What follows belongs to an exercise in optimizing a design on an open flow for small area and a short achievable clock period; a production flow would make more cautious choices.
Where RTL was checked, it was by simulation tests only, not by an equivalence proof against the original.
Power and IR drop assume default switching activity.

==> flow/design.v (excerpt) <==
module txController
#(
	parameter int loopDepth = 16
)
(
	input  wire                            txCLK,
	input  wire                            arstN,
	input  wire                            run,
	input  wire                            extTrig,
	input  wire txProgramPkg::channelMaskT userChannelMask,
	input  wire                            adcTriggerAck,
	input  wire txProgramPkg::ctrlWordT    outputControlReg,
	input  wire txProgramPkg::stepTimeT    timingReg,
	input  wire [31:0]                     loopAddressReg,
	input  wire [31:0]                     loopCounterReg,
	output txProgramPkg::progAddrT         readAddr,
	output txProgramPkg::loopIdxT          loopReadAddr,
	output txSeqPkg::txOutT                txOut
);
Size in the first run: ~4400 cells after synthesis, ~190 I/O pins, about 47000 sq um of cells after synthesis.
==> flow/config.mk <==
export PLATFORM = sky130hd
export DESIGN_NAME = txController
export DESIGN_NICKNAME = txController
export VERILOG_FILES = /design/flow/design.v
export SDC_FILE = /design/flow/constraint.sdc
export NUM_CORES = 4
export LEC_CHECK = 0
export CAP_MARGIN = 20
export CORE_MARGIN = 2
export CORE_UTILIZATION = 40
export SETUP_SLACK_MARGIN = 4.2
export SLEW_MARGIN = 20
export SYNTH_HIERARCHICAL = 1
==> flow/constraint.sdc <==
create_clock -name core_clock -period 7.0 [get_ports {txCLK}]
set_input_delay 1.4000 -clock core_clock [delete_from_list [all_inputs] [get_ports {txCLK}]]
set_output_delay 1.4000 -clock core_clock [all_outputs]
set_load 0.01 [all_outputs]
standard.sh (not shown) runs the stock make flow with config.mk's settings and CLKGATE_MAP_FILE= SYNTH_SCRIPT=/design/flow/synth_recipe.tcl, a recipe that flattens the netlist after the stock synthesis.
==> flow/flow/run.sh <==
#!/bin/bash
set -euo pipefail
bash standard.sh \
	'CTS_ARGS=-sink_clustering_enable -repair_clock_nets -dont_use_dummy_load -sink_clustering_size 22 -sink_clustering_max_diameter 100' \
	'BUFFER_PORTS_ARGS=-buffer_cell sky130_fd_sc_hd__buf_2' \
	finish > flow_standard.log 2>&1
Edit:
--- a/flow/design.v
+++ b/flow/design.v
@@ -69,23 +69,16 @@
 endmodule
 module txDec16
 (
 	input  wire  [15:0] a,
 	output logic [15:0] y
 );
 	assign y = a - 16'd1;
 endmodule
-module txDec32
-(
-	input  wire  [31:0] a,
-	output logic [31:0] y
-);
-	assign y = a - 32'd1;
-endmodule
 `default_nettype wire
 `default_nettype none
 module txJumpMatch
 (
 	input  wire  [255:0] starts,
 	input  wire  [255:0] ends,
 	input  wire  [15:0]  grant,
 	input  wire  [15:0]  gt1,
@@ -187,17 +180,17 @@
 	logic        pendGt1V, pendGt2V;   
 	logic        pendDec;              
 	logic [15:0] pendNew;
 	logic        pendGt1;              
 	logic        pendSame;
 	logic [15:0] nextAddr;             
 	logic [15:0] startSel, startInc, nextInc;
 	logic [15:0] remSel, countSel;
-	logic        repeatW, remGt1W, remGt2W, countGt1W, countGt2W;
+	logic        repeatW, remGt2W, countGt1W, countGt2W;
 	logic        repeatLoop;
 	logic        jump;
 	logic        loopStep;             
 	logic        shadowIn;
 	logic        loading;              
 	logic [3:0]  loadIdx;              
 	logic [15:0] pendDecValue;
 	txDec16 decPend_i (.a(pendValue), .y(pendDecValue));
@@ -205,29 +198,27 @@
 	assign pendGt1  = pendDec ? pendGt2V : pendGt1V;
 	assign pendSame = |(pendSlot & grantW);
 	assign gt1Eff   = (gt1 & ~pendSlot) | (pendSlot & {loopDepth{pendGt1}});
 	always_comb
 	begin
 		remSel    = '0;
 		countSel  = '0;
 		repeatW   = 1'b0;
-		remGt1W   = 1'b0;
 		remGt2W   = 1'b0;
 		countGt1W = 1'b0;
 		countGt2W = 1'b0;
 		for (int k = 0; k < loopDepth; k++)
 		begin
 			gt2[k]    = |remCount[k][15:2] | &remCount[k][1:0];
 			cgt1[k]   = |descCount[k][15:1];
 			cgt2[k]   = |descCount[k][15:2] | &descCount[k][1:0];
 			remSel    = remSel    | (remCount[k]  & {16{grantW[k]}});
 			countSel  = countSel  | (descCount[k] & {16{grantW[k]}});
 			repeatW   = repeatW   | (grantW[k] & gt1Eff[k]);
-			remGt1W   = remGt1W   | (grantW[k] & gt1[k]);
 			remGt2W   = remGt2W   | (grantW[k] & gt2[k]);
 			countGt1W = countGt1W | (grantW[k] & cgt1[k]);
 			countGt2W = countGt2W | (grantW[k] & cgt2[k]);
 		end
 	end
 	assign loopStep = advance & fLoopEnd;
 	assign write    = grantW & {loopDepth{loopStep}};
 	logic [16*loopDepth-1:0] packStart, packEnd;
@@ -241,17 +232,17 @@
 		end
 	end
 	txStepMatch stepMatch_i (.ends(packEnd), .addr(nextAddr), .match(matchA));
 	txJumpMatch jumpMatch_i (.starts(packStart), .ends(packEnd), .grant(grant), .gt1(gt1Eff),
 		.loopStep(loopStep), .advance(advance), .shadowed(shadowed), .stepMatch(matchA),
 		.startSel(startSel), .repeatLoop(repeatLoop), .jump(jump), .grantNew(grantNew),
 		.grantNext(grantNext));
 	txInc16 incStart_i (.a(startSel), .y(startInc));
-	txInc16 incNext_i  (.a(nextAddr), .y(nextInc));
+	assign nextInc = nextAddr + 16'd1;
 	assign shadowIn = |(matchA & loaded);
 	always_ff @(posedge txCLK)
 	begin
 		loading <= isLoad;
 		loadIdx <= loopReadAddr;
 		if (isLoad)
 		begin
 			nextAddr <= loopAddressReg[31:16];
@@ -260,32 +251,30 @@
 		begin
 			nextAddr <= 16'd1;
 		end
 		else if (advance)
 		begin
 			nextAddr <= jump ? startInc : nextInc;
 		end
 		pendDec  <= repeatW;
+		pendGt1V <= countGt1W;   
 		if (!repeatW)
 		begin
 			pendValue <= countSel;
-			pendGt1V  <= countGt1W;
 			pendGt2V  <= countGt2W;
 		end
 		else if (pendSame)
 		begin
 			pendValue <= pendNew;
-			pendGt1V  <= pendGt1;
 			pendGt2V  <= pendDec ? |pendValue[15:2] : pendGt2V;
 		end
 		else
 		begin
 			pendValue <= remSel;
-			pendGt1V  <= remGt1W;
 			pendGt2V  <= remGt2W;
 		end
 		for (int k = 0; k < last; k++)
 		begin
 			descStart[k] <= descStart[k+1];
 			descEnd[k]   <= descEnd[k+1];
 			descCount[k] <= descCount[k+1];
 			remCount[k]  <= pendSlot[k+1] ? pendNew : remCount[k+1];
@@ -335,17 +324,17 @@
 			remain      <= timingReg;
 		end
 		else if (isRun)
 		begin
 			remain <= remainDec;
 		end
 	end
 	logic [31:0] remainDec;
-	txDec32 decRemain_i (.a(remain), .y(remainDec));
+	assign remainDec = remain - 32'd1;
 	logic [3:0] stateNext;
 	logic       runNext;
 	logic       zeroNext;
 	always_comb
 	begin
 		stateNext = state;
 		if (isIdle)
 		begin
Outcome: Power went up by about 0.5%; sequential share of layout area went up by 0.22 points; design area went down by 0.44%; core utilization hardly moves; routed wire length went down by 2.0%; setup slack loses 0.17 ns; synthesized area went down by 0.57%; worst hold slack loses 0.015 ns; non-clock buffer count went down by 45; first-iteration DRC count went down by about 1.7%.
The RTL of the second run of this note was laid out without a check of its function.

==> re-timing with driven ports <==
The flow's constraints put no driver on any port. The routed layouts listed below were extracted and timed again, unchanged, in two steps.
Step 1 sets driving cells, clkbuf_16 on the clock port and buf_2 on the other inputs (assumed; they add their load-dependent delay and slew).
Step 2 times the ports against the registers' clock, not the clock port: input delays grow and output delays shrink by t, the midpoint of the rising clock arrivals with the driver on.
a / b / c = ideal / step 1 / step 2; a / b = the first two.
run	t (ns)	slack for setup (ns)	worst setup path after step 2	latest minus earliest clock arrival (ns)	cell pins on the clock port's net
the first run	0.705	4.145 / 4.145 / 4.057	input to register	0.061 / 0.061	1
the second run	0.717	3.976 / 3.976 / 3.976	register to register	0.067 / 0.067	1
After both steps setup and hold are still met in every run listed. For the first run, which loses most, drivers alone change the setup slack by 0.000 ns; drivers and shift together by -0.088 ns.
